This design comes from an exercise in tuning for small area, a short achievable clock period and few clock cycles per item on the open sky130 flow, not from production work.
In this exercise RTL edits were held to simulation tests only and were not proved equivalent to the original.
Power is estimated from default activity; no workload was simulated.

`flow/run.sh`:
```
#!/bin/bash
# synth_recipe.tcl (not shown) runs the flow's synth.tcl, then flattens the netlist and writes it again
# the make line also repeats each setting of config.mk as NAME=value (left out here)
make -C /OpenROAD-flow-scripts/flow DESIGN_CONFIG=/design/flow/config.mk WORK_HOME=/design/flow/orfs CLKGATE_MAP_FILE= SYNTH_SCRIPT=/design/flow/synth_recipe.tcl finish
```
`flow/config.mk`:
```
export PLATFORM = sky130hd
export DESIGN_NAME = yuv_to_rgb_top
export DESIGN_NICKNAME = yuv_to_rgb_top
export VERILOG_FILES = /design/flow/design.v
export SDC_FILE = /design/flow/constraint.sdc
export NUM_CORES = 4
export LEC_CHECK = 0
export CAP_MARGIN = 20
export CORE_MARGIN = 2
export CORE_UTILIZATION = 40
export SLEW_MARGIN = 20
```
`flow/constraint.sdc`:
```
create_clock -name core_clock -period 15.0 [get_ports {Clock_50}]
set_input_delay 3.0000 -clock core_clock [delete_from_list [all_inputs] [get_ports {Clock_50}]]
set_output_delay 3.0000 -clock core_clock [all_outputs]
set_load 0.01 [all_outputs]
```
`flow/design.v`:
```
package csc_pkg;
	typedef logic [17:0] sram_addr_t;
	typedef logic [15:0] sram_word_t;
	typedef logic [7:0] sample_t;
	typedef logic [7:0] channel_t;
	typedef struct packed {
		sram_addr_t address;
		sram_word_t write_data;
		logic       we_n;
	} sram_req_t;
	typedef struct packed {
		sample_t y_even;
		sample_t y_odd;
		sample_t u_even;
		sample_t v_even;
		sample_t u_odd;
		sample_t v_odd;
	} pixel_pair_t;
	typedef struct packed {
		channel_t r_even;
		channel_t g_even;
		channel_t b_even;
		channel_t r_odd;
		channel_t g_odd;
		channel_t b_odd;
	} rgb_pair_t;
	typedef enum logic [3:0] {
		seq_idle,
		seq_lead_in,
		seq_loop_0,
		seq_loop_1,
		seq_loop_2,
		seq_loop_3,
		seq_loop_4,
		seq_loop_5,
		seq_loop_6,
		seq_loop_7,
		seq_lead_out,
		seq_done
	} seq_state_t;
	localparam sram_addr_t y_base = 18'd0;
	localparam sram_addr_t u_base = 18'd38400;
	localparam sram_addr_t v_base = 18'd57600;
	localparam sram_addr_t rgb_base = 18'd146944;
	localparam int row_pixels = 320;
	localparam int row_pairs = row_pixels / 2;
	localparam int chroma_words = row_pairs / 2;
	localparam int rgb_words = 3 * row_pairs;
	localparam int sram_read_latency = 2;
	localparam int lead_in_pushes = 3;
	localparam int y_offset = 16;
	localparam int c_offset = 128;
	localparam int k_y = 76284;
	localparam int k_rv = 104595;
	localparam int k_gu = 25624;
	localparam int k_gv = 53281;
	localparam int k_bu = 132251;
	localparam int tap_outer = 21;
	localparam int tap_mid = 52;
	localparam int tap_inner = 159;
	localparam int fir_round = 128;
	localparam int fir_shift = 8;
	localparam int mat_shift = 16;
endpackage
`timescale 1ns/1ps
module sram_sequencer (
	input  logic                   Clock_50,
	input  logic                   Resetn,
	input  logic                   start,
	input  csc_pkg::sram_word_t    sram_read_data,
	input  logic                   rgb_valid,
	input  csc_pkg::rgb_pair_t     rgb,
	output csc_pkg::sram_req_t     sram_req,
	output logic                   chroma_push,
	output logic                   row_begin,
	output csc_pkg::sample_t       u_sample,
	output csc_pkg::sample_t       v_sample,
	output csc_pkg::sample_t [1:0] y_pair,
	output logic                   y_valid,
	output logic                   done
);
localparam int lead_in_pushes = csc_pkg::lead_in_pushes;
localparam int last_iter = csc_pkg::row_pairs + csc_pkg::lead_in_pushes - 1;
csc_pkg::seq_state_t state;
logic [7:0] iter;
logic byte_sel;
logic fetch_pair;
csc_pkg::sram_addr_t y_addr;
csc_pkg::sram_addr_t u_addr;
csc_pkg::sram_addr_t v_addr;
csc_pkg::sram_addr_t wr_addr;
logic [1:0] wr_left;
csc_pkg::sram_word_t y_word;
csc_pkg::sram_word_t u_word;
csc_pkg::sram_word_t v_word;
csc_pkg::sram_word_t wr_word;
csc_pkg::rgb_pair_t rgb_buf;
csc_pkg::sram_req_t req_next;
logic rd_y;
logic rd_u;
logic rd_v;
logic wr_now;
assign rd_y = (state == csc_pkg::seq_loop_0) && (iter >= 8'(lead_in_pushes));
assign rd_u = (state == csc_pkg::seq_loop_1) && fetch_pair;
assign rd_v = (state == csc_pkg::seq_loop_2) && fetch_pair;
assign wr_now = (wr_left != 2'd0) && !(rd_y || rd_u || rd_v);
always_comb begin
	case (wr_left)
		2'd3: wr_word = {rgb_buf.r_even, rgb_buf.g_even};
		2'd2: wr_word = {rgb_buf.b_even, rgb_buf.r_odd};
		default: wr_word = {rgb_buf.g_odd, rgb_buf.b_odd};
	endcase
end
always_comb begin
	req_next.address = y_addr;
	req_next.write_data = wr_word;
	req_next.we_n = 1'b1;
	if (rd_u) begin
		req_next.address = u_addr;
	end else if (rd_v) begin
		req_next.address = v_addr;
	end else if (wr_now) begin
		req_next.address = wr_addr;
		req_next.we_n = 1'b0;
	end
end
always_ff @(posedge Clock_50 or negedge Resetn) begin
	if (!Resetn) begin
		state <= csc_pkg::seq_idle;
		sram_req.address <= '0;
		sram_req.write_data <= '0;
		sram_req.we_n <= 1'b1;
		iter <= '0;
		byte_sel <= 1'b0;
		fetch_pair <= 1'b0;
		y_addr <= csc_pkg::y_base;
		u_addr <= csc_pkg::u_base;
		v_addr <= csc_pkg::v_base;
		wr_addr <= csc_pkg::rgb_base;
		wr_left <= 2'd0;
		chroma_push <= 1'b0;
		row_begin <= 1'b0;
		y_valid <= 1'b0;
		done <= 1'b0;
	end else begin
		sram_req <= req_next;
		chroma_push <= 1'b0;
		row_begin <= 1'b0;
		y_valid <= 1'b0;
		if (rd_y) y_addr <= y_addr + 1'b1;
		if (rd_u) u_addr <= u_addr + 1'b1;
		if (rd_v) v_addr <= v_addr + 1'b1;
		if (wr_now) wr_addr <= wr_addr + 1'b1;
		if (rgb_valid) wr_left <= 2'd3;
		else if (wr_now) wr_left <= wr_left - 1'b1;
		case (state)
			csc_pkg::seq_idle, csc_pkg::seq_done: begin
				if (start) begin
					done <= 1'b0;
					state <= csc_pkg::seq_lead_in;
				end
			end
			csc_pkg::seq_lead_in: begin
				iter <= '0;
				byte_sel <= 1'b0;
				y_addr <= csc_pkg::y_base;
				u_addr <= csc_pkg::u_base;
				v_addr <= csc_pkg::v_base;
				wr_addr <= csc_pkg::rgb_base;
				state <= csc_pkg::seq_loop_0;
			end
			csc_pkg::seq_loop_0: begin
				fetch_pair <= !byte_sel &&
					(u_addr != csc_pkg::sram_addr_t'(csc_pkg::u_base + csc_pkg::chroma_words));
				state <= csc_pkg::seq_loop_1;
			end
			csc_pkg::seq_loop_1: state <= csc_pkg::seq_loop_2;
			csc_pkg::seq_loop_2: state <= csc_pkg::seq_loop_3;
			csc_pkg::seq_loop_3: state <= csc_pkg::seq_loop_4;
			csc_pkg::seq_loop_4: state <= csc_pkg::seq_loop_5;
			csc_pkg::seq_loop_5: state <= csc_pkg::seq_loop_6;
			csc_pkg::seq_loop_6: begin
				chroma_push <= 1'b1;
				row_begin <= (iter == 8'd0);
				y_valid <= (iter >= 8'(lead_in_pushes));
				byte_sel <= ~byte_sel;
				state <= csc_pkg::seq_loop_7;
			end
			csc_pkg::seq_loop_7: begin
				if (iter == 8'(last_iter)) begin
					state <= csc_pkg::seq_lead_out;
				end else begin
					iter <= iter + 1'b1;
					state <= csc_pkg::seq_loop_0;
				end
			end
			csc_pkg::seq_lead_out: begin
				if (wr_addr == csc_pkg::sram_addr_t'(csc_pkg::rgb_base + csc_pkg::rgb_words)) begin
					done <= 1'b1;
					state <= csc_pkg::seq_done;
				end
			end
			default: state <= csc_pkg::seq_idle;
		endcase
	end
end
always_ff @(posedge Clock_50) begin
	if (state == csc_pkg::seq_loop_3) y_word <= sram_read_data;
	if (state == csc_pkg::seq_loop_4 && fetch_pair) u_word <= sram_read_data;
	if (state == csc_pkg::seq_loop_5 && fetch_pair) v_word <= sram_read_data;
	if (rgb_valid) rgb_buf <= rgb;
	if (state == csc_pkg::seq_loop_6) begin
		y_pair <= y_word;
		if (byte_sel) begin
			u_sample <= u_word[7:0];
			v_sample <= v_word[7:0];
		end else if (fetch_pair) begin
			u_sample <= u_word[15:8];
			v_sample <= v_word[15:8];
		end
	end
end
endmodule
`timescale 1ns/1ps
module chroma_upsampler (
	input  logic                   Clock_50,
	input  logic                   Resetn,
	input  logic                   chroma_push,
	input  logic                   row_begin,
	input  csc_pkg::sample_t       u_sample,
	input  csc_pkg::sample_t       v_sample,
	input  csc_pkg::sample_t [1:0] y_pair,
	input  logic                   y_valid,
	output logic                   pair_valid,
	output csc_pkg::pixel_pair_t   pair
);
csc_pkg::sample_t [5:0] u_win;
csc_pkg::sample_t [5:0] v_win;
csc_pkg::sample_t [1:0] y_hold;
function automatic csc_pkg::sample_t interpolate(input csc_pkg::sample_t [5:0] w);
	int acc;
	acc = csc_pkg::tap_outer * (int'(w[5]) + int'(w[0]))
		- csc_pkg::tap_mid * (int'(w[4]) + int'(w[1]))
		+ csc_pkg::tap_inner * (int'(w[3]) + int'(w[2]))
		+ csc_pkg::fir_round;
	acc = acc >>> csc_pkg::fir_shift;
	if (acc < 0) begin
		interpolate = 8'd0;
	end else if (acc > 255) begin
		interpolate = 8'd255;
	end else begin
		interpolate = acc[7:0];
	end
endfunction
always_ff @(posedge Clock_50) begin
	if (chroma_push) begin
		if (row_begin) begin
			u_win <= {6{u_sample}};
			v_win <= {6{v_sample}};
		end else begin
			u_win <= {u_win[4:0], u_sample};
			v_win <= {v_win[4:0], v_sample};
		end
	end
	if (y_valid) y_hold <= y_pair;
end
always_ff @(posedge Clock_50 or negedge Resetn) begin
	if (!Resetn) begin
		pair_valid <= 1'b0;
	end else begin
		pair_valid <= y_valid;
	end
end
always_comb begin
	pair.y_even = y_hold[1];
	pair.y_odd = y_hold[0];
	pair.u_even = u_win[3];
	pair.v_even = v_win[3];
	pair.u_odd = interpolate(u_win);
	pair.v_odd = interpolate(v_win);
end
endmodule
`timescale 1ns/1ps
module colour_matrix (
	input  logic                 Clock_50,
	input  logic                 Resetn,
	input  logic                 pair_valid,
	input  csc_pkg::pixel_pair_t pair,
	output logic                 rgb_valid,
	output csc_pkg::rgb_pair_t   rgb
);
typedef struct packed {
	logic signed [31:0] y;
	logic signed [31:0] rv;
	logic signed [31:0] gu;
	logic signed [31:0] gv;
	logic signed [31:0] bu;
} terms_t;
terms_t even_q;
terms_t odd_q;
logic stage_valid;
function automatic terms_t products(
	input csc_pkg::sample_t y,
	input csc_pkg::sample_t u,
	input csc_pkg::sample_t v
);
	int ys;
	int us;
	int vs;
	ys = int'(y) - csc_pkg::y_offset;
	us = int'(u) - csc_pkg::c_offset;
	vs = int'(v) - csc_pkg::c_offset;
	products = {csc_pkg::k_y * ys, csc_pkg::k_rv * vs, csc_pkg::k_gu * us,
		csc_pkg::k_gv * vs, csc_pkg::k_bu * us};
endfunction
function automatic csc_pkg::channel_t clip(input int sum);
	int scaled;
	scaled = sum >>> csc_pkg::mat_shift;
	if (scaled < 0) clip = 8'd0;
	else if (scaled > 255) clip = 8'd255;
	else clip = scaled[7:0];
endfunction
function automatic logic [23:0] pixel_rgb(input terms_t t);
	pixel_rgb = {clip(t.y + t.rv), clip(t.y - t.gu - t.gv), clip(t.y + t.bu)};
endfunction
always_ff @(posedge Clock_50) begin
	if (pair_valid) begin
		even_q <= products(pair.y_even, pair.u_even, pair.v_even);
		odd_q <= products(pair.y_odd, pair.u_odd, pair.v_odd);
	end
	if (stage_valid) begin
		{rgb.r_even, rgb.g_even, rgb.b_even} <= pixel_rgb(even_q);
		{rgb.r_odd, rgb.g_odd, rgb.b_odd} <= pixel_rgb(odd_q);
	end
end
always_ff @(posedge Clock_50 or negedge Resetn) begin
	if (!Resetn) begin
		stage_valid <= 1'b0;
		rgb_valid <= 1'b0;
	end else begin
		stage_valid <= pair_valid;
		rgb_valid <= stage_valid;
	end
end
endmodule
`timescale 1ns/1ps
module yuv_to_rgb_top (
	input  logic                Clock_50,
	input  logic                Resetn,
	input  logic                start,
	input  csc_pkg::sram_word_t sram_read_data,
	output csc_pkg::sram_req_t  sram_req,
	output logic                done
);
logic chroma_push;
logic row_begin;
csc_pkg::sample_t u_sample;
csc_pkg::sample_t v_sample;
csc_pkg::sample_t [1:0] y_pair;
logic y_valid;
logic pair_valid;
csc_pkg::pixel_pair_t pair;
logic rgb_valid;
csc_pkg::rgb_pair_t rgb;
sram_sequencer u_sequencer (
	.Clock_50       (Clock_50),
	.Resetn         (Resetn),
	.start          (start),
	.sram_read_data (sram_read_data),
	.rgb_valid      (rgb_valid),
	.rgb            (rgb),
	.sram_req       (sram_req),
	.chroma_push    (chroma_push),
	.row_begin      (row_begin),
	.u_sample       (u_sample),
	.v_sample       (v_sample),
	.y_pair         (y_pair),
	.y_valid        (y_valid),
	.done           (done)
);
chroma_upsampler u_upsampler (
	.Clock_50    (Clock_50),
	.Resetn      (Resetn),
	.chroma_push (chroma_push),
	.row_begin   (row_begin),
	.u_sample    (u_sample),
	.v_sample    (v_sample),
	.y_pair      (y_pair),
	.y_valid     (y_valid),
	.pair_valid  (pair_valid),
	.pair        (pair)
);
colour_matrix u_matrix (
	.Clock_50   (Clock_50),
	.Resetn     (Resetn),
	.pair_valid (pair_valid),
	.pair       (pair),
	.rgb_valid  (rgb_valid),
	.rgb        (rgb)
);
endmodule
```
==> results.txt <==
-- synth_stat cells (all sizes together) (12+ instances only) --
cell type | count | share of area
ha | 1177 | 0.24
inv | 1019 | 0.061
edfxtp | 588 | 0.28
fa | 377 | 0.12
nor2 | 293 | 0.018
a21oi | 261 | 0.021
nand2 | 249 | 0.015
o21ai | 232 | 0.019
xnor2 | 228 | 0.032
xor2 | 141 | 0.020
dfrtp | 115 | 0.046
nor3 | 97 | 0.0078
a21o | 95 | 0.011
nand3 | 90 | 0.0072
o21a | 77 | 0.0093
o21bai | 54 | 0.0065
or3 | 53 | 0.0053
clkbuf | 46 | 0.0028
nand2b | 40 | 0.0040
nand4 | 38 | 0.0038
and3 | 35 | 0.0035
nor2b | 34 | 0.0034
a31oi | 32 | 0.0032
a211oi | 28 | 0.0035
or2 | 25 | 0.0025
and2 | 24 | 0.0024
mux2 | 21 | 0.0038
nor4 | 21 | 0.0028
a22oi | 18 | 0.0022
o211ai | 18 | 0.0023
a21boi | 17 | 0.0020
a222oi | 17 | 0.0027
a211o | 16 | 0.0022
dfstp | 15 | 0.0063
mux2i | 15 | 0.0024
a41oi | 13 | 0.0018
a31o | 12 | 0.0017
-- metal layers --
layer,vias to the layer above,track usage,share of wire
met3,144,0.02167,0.040
met5,-,0,0
met1,19860,0.2655,0.50
li1,20250,-,-
met2,709,0.2854,0.44
met4,0,0.04454,0.020
-- flip-flops by register name, indices dropped and copies added, names as in the netlist, 18 cells and up --
signal and cells:
u_matrix.even_q 150, u_matrix.odd_q 150, u_matrix.rgb 48, u_sequencer.rgb_buf 48, u_sequencer.sram_req 35, u_sequencer.u_addr 18, u_sequencer.v_addr 18, u_sequencer.wr_addr 18
u_sequencer.y_addr 18, u_upsampler.u_win 48, u_upsampler.v_win 48
-- kinds of logic after synthesis --
logic type	share of synthesized area
compound gates	0.1036
xor+xnor	0.05188
fa+ha+maj	0.3575
buf+inv	0.06471
flops	0.3360
mux	0.006206
simple gates	0.08016
-- stage by stage --
stage	total power, mW	hold WS, ns	instance area [µm²]	std cells
final	4.334	0.4110	68360	7999
after global routing	4.472	0.4206	68360	7998
after CTS	4.394	0.4131	68360	7998
after detailed placement	2.190	0.4045	65390	7842
after global placement	2.190	0.4029	65390	7842
after floorplan	2.174	0.4003	62300	5772
-- power groups by stage --
stage / Clock [mW] / Sequential, mW / Combinational [mW]
CTS: 2.25 / 2.13 / 0.0165
finish: 2.19 / 2.13 / 0.0154
global route: 2.32 / 2.13 / 0.0176
floorplan: 0 / 2.17 / 0.000224
global placement: 0 / 2.17 / 0.0164
detailed placement: 0 / 2.17 / 0.0164
-- worst register-to-register path, delay by kind of cell (launching register included) --
family	cells	cell delay, ns
xor+xnor	2	0.61
buf+inv	10	0.77
flops	1	0.39
fa+ha+maj	18	6.77
simple gates	8	1.31
compound gates	17	3.98
-- cell type report --
class,instances,area (µm²)
Multi-Input combinational cell,3983,37350
Clock inverter,56,785.8
Timing Repair Buffer,78,721.9
Sequential cell,718,20940
Antenna cell,1,2.502
Fill cell,14420,86050
Tap cell,2044,2557
Inverter,1019,3825
Clock buffer,100,2181
-- worst max-delay path by stage --
stage	to	slack, ns
floorplan	u_matrix.odd_q[120]$_DFFE_PP_	2.00
finish	u_matrix.odd_q[123]$_DFFE_PP_	0.91
CTS	u_matrix.odd_q[124]$_DFFE_PP_	0.93
detailed placement	u_matrix.odd_q[126]$_DFFE_PP_	1.07
global placement	u_matrix.odd_q[125]$_DFFE_PP_	1.24
global route	u_matrix.odd_q[123]$_DFFE_PP_	0.03
==> run_results.csv <==
group,metric,value,unit
run_status,outcome,"no timing/DRC/antenna violations",
placement,hpwl,115100,µm
final_layout,final_cell_mix,"ha_1 (1,177), inv_1 (1,018), edfxtp_1 (588), fa_1 (377), nor2_1 (292)",
critical_path,reg2reg_slack,0.91,ns
sta,finClkSkew,0.06352,ns
placement,post-place-ws,1.066,ns
sta,slew_viol_final,0,
logic_synthesis,synth_cells,5772,
global_routing,grt_overflow,0,
logic_synthesis,synthArstFlopShare,0.1811,
sta,worst_slack,0.9055,ns
sta,fin_tns_setup,0,ns
critical_path,crit_buf_inv,10,
power_and_ir_drop,p_sw,0.9249,mW
sta,layout_min_cycle_time,14.09,ns
final_layout,final_common_cell,"ha_1",
die,start_util,0.4035,
worst_hold_path,hold_path.class,"flop to flop",
final_layout,fin_nets,7456,
cts,worst_skew_pair.late_latency,0.73,ns
power_and_ir_drop,leakage,32.24,nW
logic_synthesis,synth_area_per_cell,10.79,µm²
cts,numCtsBuffers,83,
drt,postRouteAntennaNets,0,
cts,cts_max_level,3,
drt,post_drt_wl_per_cell,17.83,µm
critical_path,crit_arrival,14.59,ns
drt,num_vias,40970,
critical_path,r2r_start,"u_upsampler.v_win[8]$_DFFE_PP_",
critical_path,max_stage_delay,0.53,ns
sta,fmax,70.95,MHz
critical_path,crit_path_end_kind,"flop",
sta,rsz0062_at_grt,"false",
logic_synthesis,synth_seq_cells,718,
drt,drt_iter0_drc,2631,
global_routing,grt_start_max_net_pins,97,
logic_synthesis,synth.distinct_cells,88,
placement,place_congestion,0.8682,
die,core_area,154400,µm²
die,die_h,398.6,µm
final_layout,final_core_util,0.4427,
sta,tightest_slew,1.053,ns
final_layout,drive_above_1_share,0.04367,
critical_path,start_kind,"flop",
logic_synthesis,syn_area,62300,µm²
cts,cts-root-buf,"clkbuf_16",
die,placementRows,144,
critical_path,cp_slowest_cell,"fa_1",
worst_hold_path,holdPathStages,0,
flow_run,maxCapViolCount,0,
global_routing,gr-usage-all-layers,0.1815,
cts,clock-sinks,718,
power_and_ir_drop,p_clk_frac,0.504,
drt,drc_errors,0,
power_and_ir_drop,p_int,3.409,mW
power_and_ir_drop,power_density,63.39,nW/µm²
power_and_ir_drop,p_sw_frac,0.2134,
die,die-area,158900,µm²
critical_path,worst-path-max-fanout,14,
power_and_ir_drop,vdd_ir_drop_max,0.08638,mV
worst_hold_path,hold_start,"u_sequencer.y_word[9]$_DFFE_PP_",
critical_path,required,15.49,ns
logic_synthesis,ys_warn_count,3,
cts,cts-resized-gates,0,
drt,wl,142600,µm
cts,cts_hold_buf,0,
drt,firstDrtPassIters,7,
logic_synthesis,ys_seq_area_frac,0.3360,
sta,fin_crit_sh,0.9396,
placement,portBuffers,54,
global_routing,grt_pass1_vias,40550,
drt,vias_per_cell,5.122,
cts,cts_buffer_depth,3,
critical_path,crit_path_start,"u_upsampler.v_win[8]$_DFFE_PP_",
worst_hold_path,whs_endpoint,"u_sequencer.y_pair[9]$_DFFE_PP_",
logic_synthesis,synth_ff_type,"edfxtp_1",
power_and_ir_drop,sequentialPowerShare,0.492,
global_routing,grt_pass1_wl,226000,µm
critical_path,critPathTopFamily,"adder cells",
critical_path,path_class,"flop to flop",
die,io_pins,55,
critical_path,path_depth,55,
critical_path,worstReg2RegEnd,"u_matrix.odd_q[123]$_DFFE_PP_",
sta,hold_viol,0,
cts,post-cts-setup-buffers,0,
die,die_x,398.6,µm
critical_path,cp_common_cell,"ha_1",
logic_synthesis,syn-num-nets,7345,
power_and_ir_drop,combPwrFrac,0.004,
sta,setup_violations,0,
sta,slew_headroom,0.2981,
logic_synthesis,synth_edf_count,588,
critical_path,reg2regPathDepth,55,
cts,cts_tree,"built",
final_layout,syn_to_final_growth,9.737,%
cts,clkSlewWorstSetupHoldPaths,0.06,ns
global_routing,grt_antenna_before_repair,0,
Testbench counts, summed over its fixed seeds: cycles 63,024, rows 48.

afterwards: timing with drivers on the ports:
The results above use ideal ports. As a check the final layout listed here was re-extracted and re-timed, cells and wires unchanged.
Step 1: set_driving_cell puts a clkbuf_16 on Clock_50 and a buf_2 on each other input, an assumption about the parent block.
Step 2 times the ports against the registers' clock, not the clock port: input delays grow and output delays shrink by t, the midpoint of the rising clock arrivals with the driver on.
a / b / c = ideal / step 1 / step 2; a / b = the first two.
shift t [ns]: 0.774
slack for setup (ns): 0.906 / 0.906 / 0.906
hold WS [ns]: 0.411 / 0.411 / 0.411
worst setup path at the end: register to register
pins driven straight from the clock port: 1
After both steps this run still meets setup and hold. For this run, drivers alone change the setup slack by 0.000 ns; drivers and shift together by 0.000 ns.
